Context: an optimization exercise on an open-source flow, tuned for small area and few clock cycles. The choices shown serve that exercise and are no tape-out recipe.
RTL that was checked went through simulation tests only; none was proved equivalent to the original.

== old ==
==> flow/design.v <==
`default_nettype none
package sat_pkg;
    localparam int LIT_W   = 8;
    localparam int VAR_W   = LIT_W - 1;
    localparam int VAR_MAX = 128;
    localparam int CLA_LEN = 4;
    typedef logic signed [LIT_W-1:0] lit_t;
    typedef lit_t [CLA_LEN-1:0] cla_t;
    typedef enum logic [1:0] {
        UNDEFINED = 2'd0,
        TRUE      = 2'd1,
        FALSE     = 2'd2
    } lit_state_t;
    typedef lit_state_t [CLA_LEN-1:0] state_vec_t;
    typedef enum logic [1:0] {
        CMD_ASSIGN = 2'd0,
        CMD_CLEAR  = 2'd1,
        CMD_EVAL   = 2'd2
    } cmd_op_t;
    typedef struct packed {
        cmd_op_t op;
        lit_t    lit;
        cla_t    cla;
    } bcp_cmd_t;
    typedef enum logic [1:0] {
        SAT        = 2'd0,
        CONFLICT   = 2'd1,
        UNIT       = 2'd2,
        UNRESOLVED = 2'd3
    } cla_status_t;
    typedef struct packed {
        cla_status_t status;
        lit_t        lit;
    } bcp_result_t;
    function automatic logic [VAR_W-1:0] lit_var(input logic [LIT_W-1:0] lit);
        logic [LIT_W-1:0] mag;
        mag = lit[LIT_W-1] ? (~lit + 1'b1) : lit;
        lit_var = mag[VAR_W-1:0];
    endfunction
endpackage
`default_nettype wire
`default_nettype none
module sat_bcp_top (
    input  wire logic        clk,
    input  wire logic        rst_n,
    input  wire logic        cmd_req,
    input  wire logic [41:0] cmd,
    output logic             cmd_ack,
    output logic             res_req,
    output logic [9:0]       res,
    input  wire logic        res_ack
);
    localparam logic [1:0] ST_SAT   = 2'd0;
    localparam logic [1:0] ST_CONF  = 2'd1;
    localparam logic [1:0] ST_UNIT  = 2'd2;
    localparam logic [1:0] ST_UNRES = 2'd3;
    localparam logic [2:0] S_IDLE = 3'd0;
    localparam logic [2:0] S_LIT1 = 3'd1;
    localparam logic [2:0] S_LIT2 = 3'd2;
    localparam logic [2:0] S_LIT3 = 3'd3;
    localparam logic [2:0] S_RDY  = 3'd4;
    logic req_meta, req_sync, ack_meta, ack_sync;
    always_ff @(posedge clk) begin
        if (rst_n) begin
            req_meta <= 1'b0;
            req_sync <= 1'b0;
            ack_meta <= 1'b0;
            ack_sync <= 1'b0;
        end else begin
            req_meta <= cmd_req;
            req_sync <= req_meta;
            ack_meta <= res_ack;
            ack_sync <= ack_meta;
        end
    end
    logic [2:0] step;
    logic [7:0] lit_p;
    logic [7:0] lit_x;
    logic [7:0] lit_y;
    localparam int NGRP = 43;
    localparam logic [4:0] ALLU  = 5'b01000;
    localparam logic [4:0] G0CLR = 5'b00000;
    logic [NGRP*5-1:0] tbl;
    logic [6:0] pa;
    logic [5:0] grp;
    logic [1:0] pos;
    logic [4:0] gc;
    logic       uu;
    logic [2:0] gd;
    logic [2:0] gv;
    logic       rd_def;
    logic       rd_val;
    logic       pu;
    logic       pt;
    assign pa = lit_p[7] ? (~lit_p[6:0] + 7'd1) : lit_p[6:0];
    always_comb begin
        if (pa[1:0] != 2'd3) begin
            grp = {1'b0, pa[6:2]};
            pos = pa[1:0];
        end else if (pa[3:2] != 2'd3) begin
            grp = 6'd32 + 6'(pa[6:4]);
            pos = pa[3:2];
        end else if (pa[5:4] != 2'd3) begin
            grp = 6'd40 + 6'(pa[6]);
            pos = pa[5:4];
        end else begin
            grp = 6'd42;
            pos = {1'b0, pa[6]};
        end
    end
    logic [NGRP-1:0] gsel;
    always_comb begin
        for (int g = 0; g < NGRP; g++) begin
            gsel[g] = (grp == 6'(g));
        end
    end
    logic [7:0] glo;
    logic [7:0] ghi;
    logic [4:0] gcol [6];
    assign glo = 8'd1 << grp[2:0];
    assign ghi = 8'd1 << grp[5:3];
    always_comb begin
        gc = '0;
        for (int j = 0; j < 6; j++) begin
            gcol[j] = '0;
            for (int i = 0; i < 8; i++) begin
                if (j*8+i < NGRP) begin
                    gcol[j] = gcol[j] | (tbl[(j*8+i)*5 +: 5] & {5{glo[i]}});
                end
            end
            gc = gc | (gcol[j] & {5{ghi[j]}});
        end
    end
    assign uu    = !gc[4] && gc[3];
    assign gd[0] = !uu && (gc[2] || !gc[1]);
    assign gv[0] = gc[0];
    assign gd[1] = !uu && (gc[2] || gc[1]);
    assign gv[1] = gc[2] ? gc[1] : gc[0];
    assign gd[2] = gc[4] || (gc[3] && gc[1]);
    assign gv[2] = gc[4] ? gc[3] : gc[0];
    assign rd_def = gd[pos];
    assign rd_val = gv[pos];
    assign pu = !rd_def;
    assign pt = rd_def && (rd_val ^ lit_p[7]);
    logic [2:0] nd;
    logic [2:0] nv;
    logic [2:0] pc;
    logic [4:0] wcode;
    always_comb begin
        nd = gd;
        nv = gv;
        nd[pos] = 1'b1;
        nv[pos] = !lit_p[7];
        if (nd[0] && nd[1]) begin
            pc = {1'b1, nv[1], nv[0]};
        end else if (nd[0]) begin
            pc = {2'b00, nv[0]};
        end else begin
            pc = {2'b01, nv[1]};
        end
        if (nd[2] && (nd[0] || nd[1])) begin
            wcode = {1'b1, nv[2], pc};
        end else if (nd[2]) begin
            wcode = {4'b0101, nv[2]};
        end else begin
            wcode = {2'b00, pc};
        end
    end
    function automatic logic [9:0] upd(input logic [9:0] r, input logic u,
                                       input logic t, input logic [7:0] l);
        logic [9:0] n;
        n = r;
        if (r[9:8] != ST_SAT) begin
            if (t) begin
                n = {ST_SAT, 8'd0};
            end else if (u) begin
                if (r[9:8] == ST_CONF) begin
                    n = {ST_UNIT, l};
                end else if (r[9:8] == ST_UNIT) begin
                    n = {ST_UNRES, 8'd0};
                end
            end
        end
        upd = n;
    endfunction
    logic waiting;
    logic is_eval;
    logic res_free;
    logic cap;
    logic wr;
    logic clr;
    logic busy;
    assign busy     = (step == S_LIT1) || (step == S_LIT2) || (step == S_LIT3);
    assign waiting  = req_sync && !cmd_ack;
    assign is_eval  = (cmd[41:40] == 2'd2);
    assign res_free = (step == S_IDLE) && (!res_req || ack_sync);
    assign cap      = waiting && (is_eval ? res_free : !busy);
    assign wr       = cap && (cmd[41:40] == 2'd0);
    assign clr      = rst_n || (cap && (cmd[41:40] == 2'd1));
    always_ff @(posedge clk) begin
        if (rst_n) begin
            cmd_ack <= 1'b0;
            res_req <= 1'b0;
            step    <= S_IDLE;
        end else begin
            if (cap) begin
                cmd_ack <= 1'b1;
            end else if (!req_sync) begin
                cmd_ack <= 1'b0;
            end
            if (res_req && ack_sync) begin
                res_req <= 1'b0;
            end
            case (step)
                S_IDLE: begin
                    if (cap && is_eval) begin
                        step <= S_LIT1;
                    end
                end
                S_LIT1: step <= S_LIT2;
                S_LIT2: step <= S_LIT3;
                default: begin
                    if (!ack_sync) begin
                        res_req <= 1'b1;
                        step    <= S_IDLE;
                    end else begin
                        step    <= S_RDY;
                    end
                end
            endcase
        end
    end
    always_ff @(posedge clk) begin
        if ((cap && is_eval) || busy) begin
            res <= upd(cap ? {ST_CONF, 8'd0} : res, pu, pt, lit_p);
        end
    end
    always_ff @(posedge clk) begin
        if (cap) begin
            lit_p <= cmd[41] ? cmd[15:8] : cmd[39:32];
        end else if (step == S_LIT1 || step == S_LIT2) begin
            lit_p <= lit_x;
        end else begin
            lit_p <= cmd[41] ? cmd[7:0] : cmd[39:32];
        end
        lit_x <= cap ? cmd[23:16] : lit_y;
        lit_y <= cmd[31:24];
    end
    logic [4:0] wcode_q;
    logic       wr_q;
    logic [4:0] wbus;
    always_ff @(posedge clk) begin
        wcode_q <= wcode;
        wr_q    <= wr && !rst_n;
    end
    logic [4:0] wbus0;
    assign wbus  = clr ? ALLU : wcode_q;
    assign wbus0 = clr ? G0CLR : wcode_q;
    always_ff @(posedge clk) begin
        if (clr || (wr_q && gsel[0])) begin
            tbl[4:0] <= wbus0;
        end
        for (int g = 1; g < NGRP; g++) begin
            if (clr || (wr_q && gsel[g])) begin
                tbl[g*5 +: 5] <= wbus;
            end
        end
    end
endmodule
`default_nettype wire
clock: 5.0 ns
lec_check: 0
abc_area: 1
cap_margin: 20
core_margin: 2
core_utilization: 55
cts_buf_list: sky130_fd_sc_hd__clkbuf_4 sky130_fd_sc_hd__clkbuf_8
slew_margin: 20
standard.sh (not shown) runs the stock make flow with config.mk's settings and CLKGATE_MAP_FILE= SYNTH_SCRIPT=/design/flow/synth_recipe.tcl, a recipe that flattens the netlist after the stock synthesis.
==> flow/flow/run.sh <==
#!/bin/bash
# The standard ORFS layout (the standard.sh, standard synthesis unchanged), with:
#  - port buffers of the smallest buffer cell,
#  - a clock tree with larger sink clusters, clkbuf_8 buffers and no dummy loads.
# Each step's full output is in orfs/logs; standard.sh's own output is in run_standard.log.
set -euo pipefail
export BUFFER_PORTS_ARGS="-buffer_cell sky130_fd_sc_hd__buf_1"
export CTS_ARGS="-sink_clustering_enable -sink_clustering_size 16 -sink_clustering_max_diameter 60 -repair_clock_nets -dont_use_dummy_load -buf_list {sky130_fd_sc_hd__clkbuf_8}"
bash standard.sh > run_standard.log 2>&1
diff inputs: old => new
--- a/flow/design.v
+++ b/flow/design.v
@@ -75,27 +75,28 @@
     end
     logic [2:0] step;
     logic [7:0] lit_p;
     logic [7:0] lit_x;
     logic [7:0] lit_y;
     localparam int NGRP = 43;
-    localparam logic [4:0] ALLU  = 5'b01000;
-    localparam logic [4:0] G0CLR = 5'b00000;
+    localparam logic [4:0] ALLU = 5'b01000;
     logic [NGRP*5-1:0] tbl;
     logic [6:0] pa;
     logic [5:0] grp;
     logic [1:0] pos;
     logic [4:0] gc;
     logic       uu;
     logic [2:0] gd;
     logic [2:0] gv;
+    logic       pz;
     logic       rd_def;
     logic       rd_val;
     logic       pu;
     logic       pt;
     assign pa = lit_p[7] ? (~lit_p[6:0] + 7'd1) : lit_p[6:0];
+    assign pz = (lit_p == 8'd0);
     always_comb begin
         if (pa[1:0] != 2'd3) begin
             grp = {1'b0, pa[6:2]};
             pos = pa[1:0];
         end else if (pa[3:2] != 2'd3) begin
             grp = 6'd32 + 6'(pa[6:4]);
@@ -135,14 +136,14 @@
     assign gd[0] = !uu && (gc[2] || !gc[1]);
     assign gv[0] = gc[0];
     assign gd[1] = !uu && (gc[2] || gc[1]);
     assign gv[1] = gc[2] ? gc[1] : gc[0];
     assign gd[2] = gc[4] || (gc[3] && gc[1]);
     assign gv[2] = gc[4] ? gc[3] : gc[0];
-    assign rd_def = gd[pos];
-    assign rd_val = gv[pos];
+    assign rd_def = pz || gd[pos];
+    assign rd_val = !pz && gv[pos];
     assign pu = !rd_def;
     assign pt = rd_def && (rd_val ^ lit_p[7]);
     logic [2:0] nd;
     logic [2:0] nv;
     logic [2:0] pc;
     logic [4:0] wcode;
@@ -250,20 +251,15 @@
     logic       wr_q;
     logic [4:0] wbus;
     always_ff @(posedge clk) begin
         wcode_q <= wcode;
         wr_q    <= wr && !rst_n;
     end
-    logic [4:0] wbus0;
-    assign wbus  = clr ? ALLU : wcode_q;
-    assign wbus0 = clr ? G0CLR : wcode_q;
-    always_ff @(posedge clk) begin
-        if (clr || (wr_q && gsel[0])) begin
-            tbl[4:0] <= wbus0;
-        end
-        for (int g = 1; g < NGRP; g++) begin
+    assign wbus = clr ? ALLU : wcode_q;
+    always_ff @(posedge clk) begin
+        for (int g = 0; g < NGRP; g++) begin
             if (clr || (wr_q && gsel[g])) begin
                 tbl[g*5 +: 5] <= wbus;
             end
         end
     end
 endmodule
- Count of plain and timing-repair buffers in the layout: new vs old down 26
- [compare] base=old new=new: met1 demand-to-capacity share in global routing -1.0 points, total wire length -1400 um, share of synthesized registers carrying an async set or reset ~0 delta, share of cell area taken by flip-flops and latches +1.7 points.
Testbench counts of new, summed over its fixed seeds: cycles 96,000.
Function not checked in old: the RTL went through the layout flow alone.

-- port drivers added, routing unchanged --
In the flow no input, the clock included, has a driving cell. The finished layouts below were timed again as built, in two steps. Step 1 (the two cells are an assumption about what drives the block):
set clk [get_ports {clk}]
set_driving_cell -lib_cell sky130_fd_sc_hd__clkbuf_16 $clk
set_driving_cell -lib_cell sky130_fd_sc_hd__buf_2 [delete_from_list [all_inputs] $clk]
Step 2 moves the port delays by t, midway between the first and last clock arrival at a register: inputs arrive t later, outputs are due t later. That takes back most of the time a late clock gives input paths. Three values: ideal, step 1, step 2; two values: the first two.
| run | shift t [ns] | setup WS [ns] | worst data-port slew with drivers (ns) |
|---|---|---|---|
| old | 0.581 | 0.483 / 0.483 / 0.483 | 0.04 |
| new | 0.562 | 0.640 / 0.640 / 0.640 | 0.04 |
After both steps setup and hold are still met in every run listed.
